From an optimization exercise on the open Yosys and OpenROAD flow, aimed at small area, a short achievable clock period and few clock cycles per item; shortcuts taken in it are not production practice. At most, simulation tests tie the RTL to the original design; equivalence was not proved. Power figures rest on the tool's default switching activity, not on a simulated workload.

## joystick_mouse_button_qualifier_unit
module joystick_mouse_button_qualifier_unit (
    input  logic                                i_clk,
    input  logic                                i_rst_n,
    input  logic                                s_axis_tvalid,
    output logic                                s_axis_tready,
    input  logic [jmbq_pkg::IN_TDATA_W-1:0]     s_axis_tdata,
    output logic                                m_axis_tvalid,
    input  logic                                m_axis_tready,
    output logic [jmbq_pkg::OUT_TDATA_W-1:0]    m_axis_tdata,
    input  logic                                i_cfg_we,
    input  logic [jmbq_pkg::CFG_IDX_W-1:0]      i_cfg_idx,
    input  logic [jmbq_pkg::CFG_DATA_W-1:0]     i_cfg_wdata
);
clock: 10.0 ns
lec_check: 0
cap_margin: 20
core_margin: 2
core_utilization: 40
slew_margin: 20
standard.sh (not shown) runs the stock make flow with config.mk's settings and CLKGATE_MAP_FILE= SYNTH_SCRIPT=/design/flow/synth_recipe.tcl, a recipe that flattens the netlist after the stock synthesis.
==> flow/flow/run.sh <==
#!/bin/bash
# Standard synthesis and layout (the standard.sh, unchanged scripts); the
# only difference from the standard flow's own layout is a larger setup slack margin for
# ORFS's repair_timing steps, so that repair keeps improving paths past the
# point where they meet the (unchanged) 10 ns constraint.
set -euo pipefail
cd "$(dirname "$0")/.."
MARGIN=$(cat flow/margin.txt)
bash standard.sh synth > synth_make.log 2>&1
bash standard.sh SETUP_SLACK_MARGIN=$MARGIN finish > layout_make.log 2>&1
==> flow/flow/margin.txt <==
6.7
Change:
--- a/flow/design.v
+++ b/flow/design.v
@@ -185,24 +185,28 @@
         end
     end
     always_ff @(posedge i_clk) begin
         if (!r_press_valid) r_press_start <= r_now;
     end
     logic [SW-1:0]  r_div;
-    logic [11:0]    r_booth;
+    logic [11:0]    w_booth, r_booth_x, r_booth_yn;
     logic [8:0]     w_sp_ext;
     assign w_sp_ext = {1'b0, r_top_speed, 1'b0};
-    always_ff @(posedge i_clk) begin
-        r_div <= 12'd2048 - {1'b0, r_deadzone};
+    always_comb begin
         for (int i = 0; i < 4; i++) begin
-            r_booth[3*i+2] <= w_sp_ext[2*i+2];
-            r_booth[3*i+1] <= (w_sp_ext[2*i+2] && !w_sp_ext[2*i+1] && !w_sp_ext[2*i]) ||
-                              (!w_sp_ext[2*i+2] && w_sp_ext[2*i+1] && w_sp_ext[2*i]);
-            r_booth[3*i]   <= w_sp_ext[2*i+1] ^ w_sp_ext[2*i];
+            w_booth[3*i+2] = w_sp_ext[2*i+2];
+            w_booth[3*i+1] = (w_sp_ext[2*i+2] && !w_sp_ext[2*i+1] && !w_sp_ext[2*i]) ||
+                             (!w_sp_ext[2*i+2] && w_sp_ext[2*i+1] && w_sp_ext[2*i]);
+            w_booth[3*i]   = w_sp_ext[2*i+1] ^ w_sp_ext[2*i];
         end
     end
+    always_ff @(posedge i_clk) begin
+        r_div      <= 12'd2048 - {1'b0, r_deadzone};
+        r_booth_x  <= w_booth;
+        r_booth_yn <= ~w_booth;
+    end
     logic [SW:0] w_dx, w_dy;
     assign w_dx = {1'b0, s_axis_tdata[jmbq_pkg::IN_SX_LSB +: SW]} - {1'b0, r_center_x};
     assign w_dy = {1'b0, s_axis_tdata[jmbq_pkg::IN_SY_LSB +: SW]} - {1'b0, r_center_y};
     function automatic logic [AW-1:0] f_zone(input logic [SW:0] d, input logic [DW-1:0] dz,
                                              input logic [SW-1:0] dv);
         logic [SW-1:0] mag;
@@ -253,14 +257,14 @@
             r_dy <= w_dy;
         end
     end
     always_comb begin
         w_xs[1] = f_zone(r_dx, r_deadzone, r_div);
         w_ys[1] = f_zone(r_dy, r_deadzone, r_div);
-        w_xs[2] = f_mul(r_xs[1], r_booth);
-        w_ys[2] = f_mul(r_ys[1], r_booth);
+        w_xs[2] = f_mul(r_xs[1], r_booth_x);
+        w_ys[2] = f_mul(r_ys[1], ~r_booth_yn);
         for (int k = 3; k < NST; k++) begin
             w_xs[k] = f_div(r_xs[k-1], r_deadzone);
             w_ys[k] = f_div(r_ys[k-1], r_deadzone);
         end
     end
     always_ff @(posedge i_clk) begin
The new run finished with timing, DRC and antenna clean.
Synthesized cell count went down slightly.
Routed wire length fell by a few percent.
Hold slack barely changes.
Setup slack gets better by 0.14 ns.
Total power barely changes.
Clock-buffer cell count does not change.
Clock power climbs by a few percent.
Final area shrinks slightly.
Area after synthesis went up slightly.
Non-clock buffer count fell by 78.
Combinational power decreases slightly.
Die area grows slightly.
Via count is lower slightly.
Utilization decreases by 0.79 points.
Testbench counts after the change, summed over its fixed seeds: cycles 3,280, polls 3,200.
For the first run of this note, only the layout was checked, not whether the RTL still works.

==> separate check: timing with driven ports <==
No port has a modelled driver above. Below, the same layouts with a new extraction and two added sets of constraints. Step 1 sets driving cells, clkbuf_16 on the clock port and buf_2 on the other inputs (assumed; they add their load-dependent delay and slew). Step 2, shift: input delay + t, output delay - t, t = (earliest + latest rising clock arrival at the registers) / 2. This alone moves slack from input paths to output paths. Three values: no drivers, after step 1, after step 2; two values: the first two.
run	shift t [ns]	setup WS [ns]	worst hold slack (ns)	worst setup path after step 2	slew at the worst register clock pin (ns)
the first run	0.723	6.055 / 6.055 / 5.949	0.403 / 0.403 / 0.403	input to register	0.06 / 0.06
the second run	0.730	6.191 / 6.191 / 5.971	0.403 / 0.403 / 0.403	input to register	0.07 / 0.07
After both steps setup and hold are still met in every run listed. The setup slack of the second run, which loses most, moves by 0.000 ns with the drivers and by -0.220 ns with both steps.
